Context: an optimization exercise on an open-source flow, tuned for small area. The choices shown serve that exercise and are no tape-out recipe.
The RTL was checked by simulation tests, not by an equivalence proof against the original design.
The clock port is modelled as an ideal driver; clocking choices that lean on that would not hold on a real chip.
No activity file was given, so power comes from the tool's default toggle rates.

## rev 12
==> flow/design.v (excerpt) <==
module xbar_bank
#(
  parameter int NUM_CHANNELS   = 2,   
  parameter int FIRST_POSITION = 0    
) (
  input  logic                    sclk,
  input  logic                    reset,
  input  logic                    enable,
  input  logic                    re,
  input  logic                    wr,
  input  logic [ADDR_BITS-1:0]    addr,
  input  logic [WORD_BITS-1:0]    data,
  output logic [WORD_BITS-1:0]    data_out,
  output logic [NUM_CHANNELS-1:0] xbar_clock,
  output logic [NUM_CHANNELS-1:0] pclk,
  output logic [NUM_CHANNELS-1:0] sin
);
clock: 5.0 ns
lec_check: 0
cap_margin: 20
core_margin: 2
core_utilization: 40
cts_cluster_diameter: 100
cts_cluster_size: 25
slew_margin: 20
run.sh (not shown) runs the stock make flow with config.mk's settings and CLKGATE_MAP_FILE= SYNTH_SCRIPT=/design/flow/synth_recipe.tcl, a recipe that flattens the netlist after the stock synthesis.
## Diff of input files: rev 13 against rev 12
-- flow/config.mk --
<<< rev 12, line 10
export CORE_UTILIZATION = 40
>>> rev 13, line 10
export CORE_UTILIZATION = 55
Findings:
- Rev 12 ended with every stage complete and zero timing, DRC or antenna violations.
- Rev 13 closes out successfully: all stages finished, all timing, DRC and antenna checks passed.
- Compared with rev 12, rev 13 shows a higher number of nets in the finished design.
- Reported for rev 12 and rev 13, number of gates resized after cts turned out identical to the last digit.
- Delta(worst setup slack, rev 13 - rev 12) > 0
- On combinational fraction of design power, rev 12 and rev 13 are neck and neck.

* * *

xbar_bank, a different RTL version from the one above (not shown whole).
For scale: roughly 2,500 cells after synthesis, ~1,100 flip-flops.
clock: 5.0 ns
lec_check: 0
cap_margin: 20
core_margin: 2
core_utilization: 55
cts_cluster_diameter: 100
cts_cluster_size: 25
slew_margin: 20
synth_hierarchical: 1
synth_minimum_keep_size: 1000
standard.sh (not shown) runs the stock make flow with config.mk's settings and CLKGATE_MAP_FILE= SYNTH_SCRIPT=/design/flow/synth_recipe.tcl, a recipe that flattens the netlist after the stock synthesis.
==> flow/flow/run.sh <==
#!/bin/bash
# Layout flow: the standard ORFS flow (standard.sh) with two changes.
#  - The port buffers use the smallest buffer cell instead of ORFS's default
#    choice. Every input and output port still gets its own buffer.
#  - After clock tree synthesis, cells that synthesis and repair made larger
#    than timing needs are sized down again (OpenROAD's power recovery, which
#    keeps setup, slew and capacitance limits), then placement is legalized.
# Each step writes its full output to its own log in this folder.
set -euo pipefail
export BUFFER_PORTS_ARGS="-buffer_cell sky130_fd_sc_hd__buf_1"
bash standard.sh cts > standard_cts.log 2>&1
openroad -no_init -exit flow/recover.tcl > recover.log 2>&1
bash standard.sh > standard_finish.log 2>&1
==> flow/flow/recover.tcl <==
# Size cells down where timing allows, on the layout after clock tree synthesis.
set results orfs/results/$::env(FLOW_PLATFORM)/xbar_bank/base
read_liberty $::env(FLOW_HOME)/platforms/sky130hd/lib/sky130_fd_sc_hd__tt_025C_1v80.lib
read_db $results/4_cts.odb
read_sdc $results/4_cts.sdc
source $::env(FLOW_HOME)/platforms/sky130hd/setRC.tcl
set_dont_use {sky130_fd_sc_hd__probe_p_8 sky130_fd_sc_hd__probec_p_8 sky130_fd_sc_hd__lpflow_*}
estimate_parasitics -placement
report_design_area
report_worst_slack -max
repair_timing -recover_power 100 -setup_margin 0.15 -verbose
report_design_area
detailed_placement
check_placement -verbose
estimate_parasitics -placement
report_worst_slack -max
report_worst_slack -min
report_check_types -max_slew -max_capacitance -violators
write_db $results/4_cts.odb
Then changed:
Settings changed: CORE_UTILIZATION 55 to 40, CTS_CLUSTER_DIAMETER 100 to 110, CTS_CLUSTER_SIZE 25 to 28.
- The changed run ran to the end with no violations
- global-route usage goes down by 8.5 points
- total power goes down by 1.1%
- die area goes up by about 37%
- clock-buffer cell count goes down by 5
- via count is about the same
- cell area goes up by 0.78%
- area after synthesis is unchanged
- non-clock buffer count goes down by 3
- setup slack gains 0.11 ns
- synthesized cell count is unchanged
- wire length goes down by 1.0%
Then changed:
Settings changed: CTS_CLUSTER_DIAMETER 110 to 100, CTS_CLUSTER_SIZE 28 to 25.
After rerunning: Non-clock buffer count came out higher by 1. Count of clock-buffer cells in the layout climbs by 7. Global-route usage hardly moves. Worst hold slack got worse by 0.014 ns. Total power rose by about 1.2%. Sequential power stays flat. Sequential cell count stays the same. Clock power increases by about 4%. Setup slack stays flat. Synthesized cell count stays the same.

* * *

Another version of the RTL of xbar_bank (not shown whole).
Size: roughly 62 I/O pins, ~34000 µm² of cells after synthesis.
clock: 5.0 ns
lec_check: 0
cap_margin: 20
core_margin: 2
core_utilization: 55
cts_cluster_diameter: 100
cts_cluster_size: 25
slew_margin: 20
synth_hierarchical: 1
run.sh (not shown) runs the stock make flow with config.mk's settings and CLKGATE_MAP_FILE= SYNTH_SCRIPT=/design/flow/synth_recipe.tcl, a recipe that flattens the netlist after the stock synthesis.
Stock flow here: none of the scripts above is used.
Rerun with:
==> flow/flow/run.sh (new file) <==
#!/bin/bash
# Layout flow: the standard ORFS flow (standard.sh), with the port
# buffers made of the smallest buffer cell instead of ORFS's default choice.
# Every input and output port still gets its own buffer.
set -euo pipefail
export BUFFER_PORTS_ARGS="-buffer_cell sky130_fd_sc_hd__buf_1"
bash standard.sh > standard.log 2>&1
==> flow/standard.sh (new file) <==
#!/bin/bash
# synth_recipe.tcl (not shown) runs the flow's synth.tcl, then flattens the netlist and writes it again
# the make line also repeats each setting of config.mk as NAME=value (left out here)
make -C /OpenROAD-flow-scripts/flow DESIGN_CONFIG=/design/flow/config.mk WORK_HOME=/design/flow/orfs CLKGATE_MAP_FILE= SYNTH_SCRIPT=/design/flow/synth_recipe.tcl "${@:-finish}"
CAP_MARGIN = 0   (was 20)
CELL_PAD_IN_SITES_DETAIL_PLACEMENT = 1   (was unset)
CELL_PAD_IN_SITES_GLOBAL_PLACEMENT = 1   (was unset)
CORE_UTILIZATION = 40   (was 55)
SLEW_MARGIN = 0   (was 20)
SYNTH_MINIMUM_KEEP_SIZE = 1000   (was unset)
removed: flow/run.sh
After rerunning:
- cell area is about the same
- non-clock buffer count fell by 9
- wire length rose by roughly a tenth
- utilization fell by 16 points
- synthesized area fell slightly
- count of clock-buffer cells in the layout rose by 4
- worst setup slack gets better by 410 ps
- cell count rose by a little under a tenth
- critical path depth fell by 3
- die area rose by a quarter to a third
Rerun with:
==> flow/run.sh (new file) <==
#!/bin/bash
# synth_recipe.tcl (not shown) runs the flow's synth.tcl, then flattens the netlist and writes it again
# the make line also repeats each setting of config.mk as NAME=value (left out here)
make -C /OpenROAD-flow-scripts/flow DESIGN_CONFIG=/design/flow/config.mk WORK_HOME=/design/flow/orfs CLKGATE_MAP_FILE= SYNTH_SCRIPT=/design/flow/synth_recipe.tcl finish
CAP_MARGIN = 20   (was 0)
CELL_PAD_IN_SITES_DETAIL_PLACEMENT = unset   (was 1)
CELL_PAD_IN_SITES_GLOBAL_PLACEMENT = unset   (was 1)
SLEW_MARGIN = 20   (was 0)
removed: flow/flow/run.sh
removed: flow/standard.sh
Die area does not change; total power shrinks by 1.1%; cell count barely changes; setup slack gets worse by 330 ps; synthesized cell count stays the same; critical path depth grows by 1; wire length fell by 9.3%; design area climbs by 1.2%; register-to-register slack is better by 120 ps; fmax drops by 7.3%; core utilization came out higher by 0.52 points.

[static timing again, ports no longer ideal]
The results above use ideal ports. As a check the final layouts listed here were re-extracted and re-timed, cells and wires unchanged. Step 1: set_driving_cell puts a clkbuf_16 on sclk and a buf_2 on each other input, an assumption about the parent block. Step 2 adds t to the input delays and takes it off the output delays; t is the mean of the earliest and latest rising clock arrival at the registers after step 1. Input paths then give back, and output paths get back, about the clock's delay inside the block. a / b / c = ideal / step 1 / step 2; a / b = the first two.
run	t (ns)	setup slack, ns	latest minus earliest clock arrival (ns)	worst slew at a driven data input, ns
rev 12	0.705	0.908 / 0.838 / 0.295	0.030 / 0.030	0.05
rev 13	0.702	0.931 / 0.866 / 0.372	0.027 / 0.028	0.04
the first run of note 2	0.701	0.275 / 0.306 / -0.385	0.032 / 0.032	0.04
the second run of note 2	0.685	0.383 / 0.426 / -0.259	0.032 / 0.032	0.06
the third run of note 2	0.685	0.381 / 0.419 / -0.267	0.042 / 0.041	0.07
the first run of note 3	0.682	0.405 / 0.424 / -0.258	0.032 / 0.031	0.04
the second run of note 3	0.708	0.814 / 0.814 / 0.173	0.036 / 0.036	0.06
the third run of note 3	0.686	0.486 / 0.520 / -0.167	0.032 / 0.033	0.05
Met with ideal ports but missed after step 2: setup timing in 5 of these runs. For the first run of note 3, which loses most, drivers alone change the setup slack by +0.019 ns; drivers and shift together by -0.663 ns.
